Background: an optimization exercise with open tools, aiming at small area. Do not read the settings as production practice.
In this exercise RTL edits were held to simulation tests only and were not proved equivalent to the original.
The clock port is modelled as an ideal driver; clocking choices that lean on that would not hold on a real chip.
No activity file was given, so power comes from the tool's default toggle rates.

== job 1677 ==
==> flow/design.v <==
`timescale 1ns/1ps
`default_nettype none
module adq_regs_top (
    input  wire                                clk_i,
    input  wire                                rst_i,
    input  wire [15-1:0]              paddr_i,
    input  wire                                psel_i,
    input  wire                                penable_i,
    input  wire                                pwrite_i,
    input  wire [16-1:0]              pwdata_i,
    output wire [16-1:0]              prdata_o,
    output wire                                pready_o,
    output wire                                pslverr_o,
    input  wire [8*16-1:0]   user_status_i,
    output wire [8*16-1:0]  user_ctrl_o,
    output wire [8-1:0]              user_strobe_o,
    output wire [36-1:0]                   sys_o,
    output wire [2*64-1:0]  cal_o,
    output wire [3-1:0]                idelay_o
);
    localparam int DW = 16;
    localparam int NW       = 23;
    localparam int W_CTRL   = 0;
    localparam int W_SKIP   = 8;
    localparam int W_IDELAY = 9;
    localparam int W_AFE    = 10;
    localparam int W_DECIM  = 11;
    localparam int W_LED    = 12;
    localparam int W_PD     = 13;
    localparam int W_DF     = 14;
    localparam int W_CAL    = 15;    
    function automatic logic [15-1:0] waddr(int w);
        case (w)
            W_SKIP:   waddr = 15'h2AA0;
            W_IDELAY: waddr = 15'h2AA1;
            W_AFE:    waddr = 15'h2AA2;
            W_DECIM:  waddr = 15'h2AA3;
            W_LED:    waddr = 15'h2AAA;
            W_PD:     waddr = 15'h2AAB;
            W_DF:     waddr = 15'h2AAC;
            15:       waddr = 15'h2AB0;
            16:       waddr = 15'h2AB0 + 1;
            17:       waddr = 15'h2AC0;
            18:       waddr = 15'h2AC0 + 1;
            19:       waddr = 15'h2AD0;
            20:       waddr = 15'h2AD0 + 1;
            21:       waddr = 15'h2AD2;
            22:       waddr = 15'h2AD2 + 1;
            default:  waddr = 15'h0030 + w[14:0];
        endcase
    endfunction
    function automatic int wwidth(int w);
        case (w)
            W_IDELAY: wwidth = 3;
            W_AFE:    wwidth = 4;
            W_DECIM:  wwidth = 9;
            W_LED:    wwidth = 3;
            W_PD:     wwidth = 2;
            W_DF:     wwidth = 2;
            default:  wwidth = DW;
        endcase
    endfunction
    function automatic logic [DW-1:0] wreset(int w);
        case (w)
            15, 16:  wreset = 16'sd1024;
            17, 18:  wreset = 16'sd0;
            19, 20:  wreset = 16'sd8191;
            21, 22:  wreset = (-16'sd8192);
            default: wreset = '0;
        endcase
    endfunction
    logic setup_q;
    logic done;
    logic wr;
    always_ff @(posedge clk_i) begin
        setup_q <= psel_i && !penable_i && !rst_i;
    end
    assign done = psel_i && penable_i && !setup_q && !rst_i;
    assign wr   = done && pwrite_i;
    logic [NW-1:0] hit;
    logic [3:0]    hit_ver;
    logic [7:0]    hit_status;
    logic          mapped;
    logic          read_only;
    always_comb begin
        for (int w = 0; w < NW; w++) begin
            hit[w] = (paddr_i == waddr(w));
        end
        for (int v = 0; v < 4; v++) begin
            hit_ver[v] = (paddr_i == 15'h0000 + v);
        end
        for (int s = 0; s < 8; s++) begin
            hit_status[s] = (paddr_i == 15'h0020 + s);
        end
    end
    assign read_only = |hit_ver || |hit_status;
    assign mapped    = |hit || read_only;
    assign pready_o  = done;
    assign pslverr_o = done && (!mapped || (pwrite_i && read_only));
    logic [NW-1:0]    we;
    logic [NW-1:0]    hold;
    logic [NW*DW-1:0] word_flat;
    logic [NW*DW-1:0] word_next;
    logic [DW-1:0]    word_q [NW];
    assign we     = {NW{wr}} & hit;
    assign hold   = ~(we | {NW{rst_i}});
    adq_word_next u_word_next (
        .set_i   (we),
        .hold_i  (hold),
        .rst_i   (rst_i),
        .data_i  (pwdata_i),
        .q_i     (word_flat),
        .d_o     (word_next)
    );
    for (genvar w = 0; w < NW; w++) begin : g_word
        localparam int WW = wwidth(w);
        for (genvar b = 0; b < DW; b++) begin : g_bit
            if (b < WW) begin : g_used
                logic q;
                always_ff @(posedge clk_i) begin
                    q <= word_next[w*DW + b];
                end
                assign word_q[w][b] = q;
            end else begin : g_unused
                assign word_q[w][b] = 1'b0;
            end
        end
        assign word_flat[w*DW +: DW] = word_q[w];
    end
    for (genvar i = 0; i < 8; i++) begin : g_ctrl_out
        assign user_ctrl_o[i*DW +: DW] = word_q[W_CTRL + i];
    end
    assign sys_o = {word_q[W_SKIP],
                    word_q[W_AFE][4-1:0],
                    word_q[W_DECIM][9-1:0],
                    word_q[W_LED][3-1:0],
                    word_q[W_PD][2-1:0],
                    word_q[W_DF][2-1:0]};
    for (genvar ch = 0; ch < 2; ch++) begin : g_cal_out
        assign cal_o[ch*64 +: 64] = {word_q[W_CAL + ch],
                                                       word_q[W_CAL + 2 + ch],
                                                       word_q[W_CAL + 4 + ch],
                                                       word_q[W_CAL + 6 + ch]};
    end
    logic [8-1:0] strobe_q;
    always_ff @(posedge clk_i) begin
        strobe_q <= we[W_CTRL +: 8];
    end
    assign user_strobe_o = strobe_q;
    logic [DW-1:0] rd_mux;
    logic [DW-1:0] rdata_q;
    logic          cap;
    assign cap = !penable_i;
    adq_rd_mux u_rd_mux (
        .sel_ver_i    (hit_ver & {4{cap}}),
        .sel_status_i (hit_status & {8{cap}}),
        .sel_word_i   (hit & {NW{cap}}),
        .status_i     (user_status_i),
        .word_i       (word_flat),
        .hold_i       (penable_i),
        .q_i          (rdata_q),
        .rd_o         (rd_mux)
    );
    always_ff @(posedge clk_i) begin
        rdata_q <= rd_mux;
    end
    assign prdata_o = rdata_q;
    logic       rise;
    logic       rise1_q;
    logic       rise2_q;
    logic       load_q;
    logic [1:0] tap_q;
    logic       tap_load;
    assign rise = we[W_IDELAY] && pwdata_i[2] && !word_q[W_IDELAY][2];
    assign tap_load = rise2_q || rst_i;
    always_ff @(posedge clk_i) begin
        rise1_q <= rise;
        rise2_q <= rise1_q;
        load_q  <= rise2_q && !rst_i;
        if (tap_load) begin
            tap_q <= word_q[W_IDELAY][1:0] & {2{!rst_i}};
        end
    end
    assign idelay_o = {load_q, tap_q};
endmodule
module adq_rd_mux (
    input  wire [4-1:0]           sel_ver_i,
    input  wire [8-1:0]            sel_status_i,
    input  wire [22:0]                      sel_word_i,
    input  wire [8*16-1:0] status_i,
    input  wire [23*16-1:0]        word_i,
    input  wire                             hold_i,
    input  wire [16-1:0]           q_i,
    output logic [16-1:0]          rd_o
);
    localparam int DW = 16;
    function automatic int wwidth(int w);
        case (w)
            9:       wwidth = 3;
            10:      wwidth = 4;
            11:      wwidth = 9;
            12:      wwidth = 3;
            13:      wwidth = 2;
            14:      wwidth = 2;
            default: wwidth = DW;
        endcase
    endfunction
    always_comb begin
        rd_o = {DW{hold_i}} & q_i;
        if (sel_ver_i[0]) rd_o = rd_o | {8'h07, 8'h01};
        if (sel_ver_i[1]) rd_o = rd_o | {6'h11, 4'h2, 6'h03};
        if (sel_ver_i[3]) rd_o = rd_o | {8'hA5, 8'h00};
        for (int s = 0; s < 8; s++) begin
            rd_o = rd_o | ({DW{sel_status_i[s]}} & status_i[s*DW +: DW]);
        end
        for (int w = 0; w < 23; w++) begin
            for (int b = 0; b < DW; b++) begin
                if (b < wwidth(w)) begin
                    rd_o[b] = rd_o[b] | (sel_word_i[w] & word_i[w*DW + b]);
                end
            end
        end
    end
endmodule
module adq_word_next (
    input  wire [22:0]                 set_i,
    input  wire [22:0]                 hold_i,
    input  wire                        rst_i,
    input  wire [16-1:0]      data_i,
    input  wire [23*16-1:0]   q_i,
    output logic [23*16-1:0]  d_o
);
    localparam int DW = 16;
    function automatic logic [DW-1:0] wreset(int w);
        case (w)
            15, 16:  wreset = 16'sd1024;
            17, 18:  wreset = 16'sd0;
            19, 20:  wreset = 16'sd8191;
            21, 22:  wreset = (-16'sd8192);
            default: wreset = '0;
        endcase
    endfunction
    function automatic int wwidth(int w);
        case (w)
            9:       wwidth = 3;
            10:      wwidth = 4;
            11:      wwidth = 9;
            12:      wwidth = 3;
            13:      wwidth = 2;
            14:      wwidth = 2;
            default: wwidth = DW;
        endcase
    endfunction
    always_comb begin
        d_o = '0;
        for (int w = 0; w < 23; w++) begin
            for (int b = 0; b < DW; b++) begin
                if (b >= wwidth(w)) begin
                end else if (wreset(w) & (1 << b)) begin
                    d_o[w*DW + b] = (set_i[w] & data_i[b]) | (hold_i[w] & q_i[w*DW + b]) | rst_i;
                end else begin
                    d_o[w*DW + b] = (set_i[w] & data_i[b]) | (hold_i[w] & q_i[w*DW + b]);
                end
            end
        end
    end
endmodule
`default_nettype wire
Settings: LEC_CHECK=0, CAP_MARGIN=20, CORE_MARGIN=2, CORE_UTILIZATION=40, CTS_BUF_LIST=sky130_fd_sc_hd__clkbuf_2 sky130_fd_sc_hd__clkbuf_4, PLACE_DENSITY=0.6, SLEW_MARGIN=20, SYNTH_HIERARCHICAL=1, SYNTH_MINIMUM_KEEP_SIZE=0; clock period 5.0 ns.
standard.sh (not shown) runs the stock make flow with config.mk's settings and CLKGATE_MAP_FILE= SYNTH_SCRIPT=/design/flow/synth_recipe.tcl, a recipe that flattens the netlist after the stock synthesis.
==> flow/flow/run.sh <==
#!/bin/bash
set -euo pipefail
bash standard.sh "BUFFER_PORTS_ARGS=-buffer_cell sky130_fd_sc_hd__buf_1" \
  "CTS_ARGS=-sink_clustering_enable -repair_clock_nets -buf_list {sky130_fd_sc_hd__clkbuf_2 sky130_fd_sc_hd__clkbuf_4} -sink_clustering_size 8 -sink_clustering_max_diameter 35 -dont_use_dummy_load" \
  finish > flow_make.log 2>&1
The flow did not stop early for job 1677: all stages ran, and the layout cleared the timing, DRC and antenna checks.
Changes in job 8423 relative to job 1677:
# job 1677
export LEC_CHECK = 0
export CAP_MARGIN = 20
export CORE_MARGIN = 2
export CORE_UTILIZATION = 40
export CTS_BUF_LIST = sky130_fd_sc_hd__clkbuf_2 sky130_fd_sc_hd__clkbuf_4
export PLACE_DENSITY = 0.6
export SLEW_MARGIN = 20
export SYNTH_HIERARCHICAL = 1
export SYNTH_MINIMUM_KEEP_SIZE = 0
create_clock -name core_clock -period 5.0 [get_ports {clk_i}]
# job 8423
export LEC_CHECK = 0
export CAP_MARGIN = 20
export CORE_MARGIN = 2
export CORE_UTILIZATION = 65
export PLACE_DENSITY = 0.8
export SLEW_MARGIN = 20
export SYNTH_HIERARCHICAL = 1
export SYNTH_MINIMUM_KEEP_SIZE = 0
create_clock -name core_clock -period 5.0 [get_ports {clk_i}]
==> flow/flow/run.sh <==
#!/bin/bash
set -euo pipefail
bash standard.sh "BUFFER_PORTS_ARGS=-buffer_cell sky130_fd_sc_hd__buf_1" \
  "CTS_ARGS=-sink_clustering_enable -repair_clock_nets -buf_list {sky130_fd_sc_hd__clkbuf_4} -sink_clustering_size 10 -sink_clustering_max_diameter 40 -dont_use_dummy_load" \
  "POST_CTS_TCL=$PWD/flow/post_cts.tcl" \
  finish > flow_make.log 2>&1
==> flow/flow/post_cts.tcl (new file) <==
estimate_parasitics -placement
set limit_ns 0.105
set drivers [dict create]
foreach pin [get_pins -hierarchical */CLK] {
  set worst 0.0
  foreach a {max} { foreach e {rise fall} {
    set s [get_property $pin slew_${a}_$e]
    if {[string is double -strict $s] && $s > $worst} { set worst $s }
  } }
  if {$worst > $limit_ns} {
    set net [get_nets -of_objects $pin]
    foreach dp [get_pins -of_objects $net -filter "direction==output"] {
      dict set drivers [get_full_name [get_cells -of_objects $dp]] 1
    }
  }
}
set next {sky130_fd_sc_hd__clkbuf_1 sky130_fd_sc_hd__clkbuf_2 sky130_fd_sc_hd__clkbuf_2 sky130_fd_sc_hd__clkbuf_4 sky130_fd_sc_hd__clkbuf_4 sky130_fd_sc_hd__clkbuf_8 sky130_fd_sc_hd__clkbuf_8 sky130_fd_sc_hd__clkbuf_16}
foreach name [dict keys $drivers] {
  set inst [get_cells $name]
  set master [get_property $inst ref_name]
  set i [lsearch -exact $next $master]
  if {$i >= 0 && $i + 1 < [llength $next] && $master ne "sky130_fd_sc_hd__clkbuf_16"} {
    set to [lindex $next [expr {$i + 1}]]
    if {$to eq $master} { set to [lindex $next [expr {$i + 2}]] }
    puts "post_cts: $name $master -> $to"
    replace_cell $inst $to
  }
}
detailed_placement
check_placement -verbose
estimate_parasitics -placement
## What came out
- For the worst setup slack, job 8423 came in 0.019 ns lower than job 1677 did.
- Taking job 1677 as the reference point, the growth of design area from synthesis to finish of job 8423 falls by 3.0 points.
- Sort job 1677 and job 8423 by fraction of power consumed by the clock network asc -> top: job 8423
- Taking job 1677 as the reference, in job 8423 highest attainable clock frequency saw a decrease; final area saw a decrease.
- Power was lower in job 8423 than in job 1677.
### job 8423 -> job 2559
# job 8423
export LEC_CHECK = 0
export CAP_MARGIN = 20
export CORE_MARGIN = 2
export CORE_UTILIZATION = 65
export PLACE_DENSITY = 0.8
export SLEW_MARGIN = 20
export SYNTH_HIERARCHICAL = 1
export SYNTH_MINIMUM_KEEP_SIZE = 0
create_clock -name core_clock -period 5.0 [get_ports {clk_i}]
# job 2559
export LEC_CHECK = 0
export CAP_MARGIN = 20
export CORE_MARGIN = 2
export CORE_UTILIZATION = 40
export CTS_BUF_LIST = sky130_fd_sc_hd__clkbuf_2 sky130_fd_sc_hd__clkbuf_4
export PLACE_DENSITY = 0.6
export SLEW_MARGIN = 20
export SYNTH_HIERARCHICAL = 1
export SYNTH_MINIMUM_KEEP_SIZE = 0
create_clock -name core_clock -period 5.0 [get_ports {clk_i}]
==> flow/flow/run.sh <==
#!/bin/bash
set -euo pipefail
bash standard.sh "BUFFER_PORTS_ARGS=-buffer_cell sky130_fd_sc_hd__buf_1" \
  "CTS_ARGS=-sink_clustering_enable -repair_clock_nets -buf_list {sky130_fd_sc_hd__clkbuf_4} -sink_clustering_size 8 -sink_clustering_max_diameter 30 -dont_use_dummy_load" \
  finish > flow_make.log 2>&1
removed: flow/flow/post_cts.tcl
### Flow results
The final layout from job 2559, which completed every stage, passed the timing, DRC and antenna checks at the end of the flow. Job 2559 against job 8423: actual transition at the worst max-transition pin -0.024 ns; clock-cell share of area +1.4 points; peak supply drop -about 50%. Against job 8423, job 2559 comes in about 0.7% higher on maximum clock frequency.

## port drivers added, routing unchanged
The results above use ideal ports. As a check the final layouts listed here were re-extracted and re-timed, cells and wires unchanged. Step 1 assumes that a clkbuf_16 drives the clock port and a buf_2 every other input. Step 2 moves the port delays by t, midway between the first and last clock arrival at a register: inputs arrive t later, outputs are due t later. That takes back most of the time a late clock gives input paths. Three values: ideal, step 1, step 2; two values: the first two.
run | shift t [ns] | setup slack, ns | latest minus earliest clock arrival (ns) | pins driven straight from the clock port
job 1677 | 0.789 | 1.315 / 1.294 / 0.910 | 0.115 / 0.115 | 1
job 8423 | 0.724 | 1.296 / 1.273 / 0.964 | 0.116 / 0.116 | 1
job 2559 | 0.775 | 1.323 / 1.302 / 0.894 | 0.106 / 0.106 | 1
After both steps setup and hold are still met in every run listed. For job 2559, which loses most, drivers alone change the setup slack by -0.021 ns; drivers and shift together by -0.429 ns.
